This is an optimization exercise on Yosys and OpenROAD, whose aim is small area, a short achievable clock period and few clock cycles per item, not a production implementation.
Function was checked by simulation only, so behaviour that the tests miss may differ from the original.
Power figures rest on the tool's default switching activity, not on a simulated workload.

== quartz ==
==> module y_calc_add, before the edit <==
module y_calc_add(input [19:0] ha, input [19:0] hb, input c, output [7:0] o);
  wire [13:0] low = {1'b0, ha[11:0], c} + {1'b0, hb[11:0], c};
  wire [8:0] high = {ha[19:12], low[13]} + {hb[19:12], low[13]};
  assign o = high[8:1];
endmodule
==> module uv_calc_add, before the edit <==
module uv_calc_add(input [16:0] ha, input [16:0] hb, input c, output [7:0] o);
  wire [10:0] low = {1'b0, ha[8:0], c} + {1'b0, hb[8:0], c};
  wire [8:0] high = {ha[16:9], low[10]} + {hb[16:9], low[10]};
  assign o = high[8:1];
endmodule
clock: 12.0 ns
lec_check: 0
cap_margin: 20
core_margin: 2
core_utilization: 40
cts_cluster_diameter: 120
cts_cluster_size: 24
slew_margin: 20
standard.sh (not shown) runs the stock make flow with config.mk's settings and CLKGATE_MAP_FILE= SYNTH_SCRIPT=/design/flow/synth_recipe.tcl, a recipe that flattens the netlist after the stock synthesis.
==> flow/flow/run.sh <==
#!/bin/bash
# The standard layout (standard synthesis, floorplan, placement, CTS, routing) with the
# resizer's setup-repair target tightened: repair_timing aims for this much positive slack
# against the unchanged 12 ns constraint, so it sizes and buffers the critical paths.
# The SDC, clock period, I/O delays and every other setting stay the standard flow's.
set -uo pipefail
bash standard.sh SETUP_SLACK_MARGIN=8.5 finish > standard.log 2>&1
Testbench counts of quartz, summed over its fixed seeds: cycles 1,536,068, frames 8.
### quartz -> maple
diff --git a/flow/design.v b/flow/design.v
--- a/flow/design.v
+++ b/flow/design.v
@@ -110,15 +110,14 @@
   wire [4:0] low = {1'b0, ra[3:0]} + {1'b0, rb[3:0]};
   assign c = low[4];
   assign ha = ra[23:4];
   assign hb = rb[23:4];
 endmodule
 module y_calc_add(input [19:0] ha, input [19:0] hb, input c, output [7:0] o);
-  wire [13:0] low = {1'b0, ha[11:0], c} + {1'b0, hb[11:0], c};
-  wire [8:0] high = {ha[19:12], low[13]} + {hb[19:12], low[13]};
-  assign o = high[8:1];
+  wire [19:0] sum = ha + hb + {19'd0, c};
+  assign o = sum[19:12];
 endmodule
 module uv_calc_tree(input [9:0] x, input [9:0] y, input [9:0] w, input m, output [16:0] ha, output [16:0] hb, output c);
   wire t1 = x[4] ^ ~x[0]; wire t2 = x[4] & ~x[0];
   wire t3 = x[5] ^ ~x[1] ^ y[3]; wire t4 = (x[5] & ~x[1]) | (x[5] & y[3]) | (~x[1] & y[3]);
   wire t5 = x[6] ^ ~x[2] ^ x[0]; wire t6 = (x[6] & ~x[2]) | (x[6] & x[0]) | (~x[2] & x[0]);
   wire t7 = y[4] ^ ~w[7]; wire t8 = y[4] & ~w[7];
@@ -236,15 +235,14 @@
   wire [8:0] low = {1'b0, ra[7:0]} + {1'b0, rb[7:0]};
   assign c = low[8];
   assign ha = ra[24:8];
   assign hb = rb[24:8];
 endmodule
 module uv_calc_add(input [16:0] ha, input [16:0] hb, input c, output [7:0] o);
-  wire [10:0] low = {1'b0, ha[8:0], c} + {1'b0, hb[8:0], c};
-  wire [8:0] high = {ha[16:9], low[10]} + {hb[16:9], low[10]};
-  assign o = high[8:1];
+  wire [16:0] sum = ha + hb + {16'd0, c};
+  assign o = sum[16:9];
 endmodule
 import rgb_to_yuv_encoder_pkg::*;
 module rgb_to_yuv_encoder
 #(
   parameter int NUM_GROUPS = 19200
 ) (
==> comparison <==
Having completed the whole flow, maple delivered a layout that passed the timing, design-rule and antenna checks. Final cycle utilization of the critical path for maple: 0.20 points up relative to quartz. The area share of and/or/nand/nor cells after synthesis on maple is in line with that on quartz. maple vs. quartz: synthesized cell count went up by 40. Taking quartz as the reference, in maple worst slew margin relative to its limit grew by 3.9 points; minimum clock period grew by 24 ps; clock buffer count from CTS shrank by 1; wire length reported by the detailed router grew by 2.5%. Relative to quartz, clock network latency to the later pin of the worst-skew pair decreased by 20 ps in maple. Wire length of the first global-routing pass: maple and quartz compared, higher one is maple. Clock power in maple is about 6% below quartz. Fmax: maple lower than quartz. On clock network fraction of design power: between maple and quartz, it ends up lower for maple. Delay contributed by the slowest stage of the critical path, maple and quartz, lower one = quartz. On final cell area excluding filler cells: maple sits above quartz.
Testbench counts of maple, summed over its fixed seeds: cycles 1,536,068, frames 8.

[what the ideal ports hide]
The results above use ideal ports. As a check the final layouts listed here were re-extracted and re-timed, cells and wires unchanged. Step 1, drivers: a clkbuf_16 drives CLOCK_50_I and a buf_2 each remaining input, both assumed. Step 2, shift: input delay + t, output delay - t, t = (earliest + latest rising clock arrival at the registers) / 2. This alone moves slack from input paths to output paths. a / b / c = ideal / step 1 / step 2; a / b = the first two.
run	t (ns)	slack for setup (ns)	clock arrival spread, ns	worst register clock-pin slew, ns
quartz	0.534	8.539 / 8.492 / 8.496	0.031 / 0.031	0.11 / 0.11
maple	0.520	8.516 / 8.466 / 8.507	0.019 / 0.019	0.10 / 0.10
After both steps setup and hold are still met in every run listed. The setup slack of quartz, which loses most, moves by -0.047 ns with the drivers and by -0.043 ns with both steps.
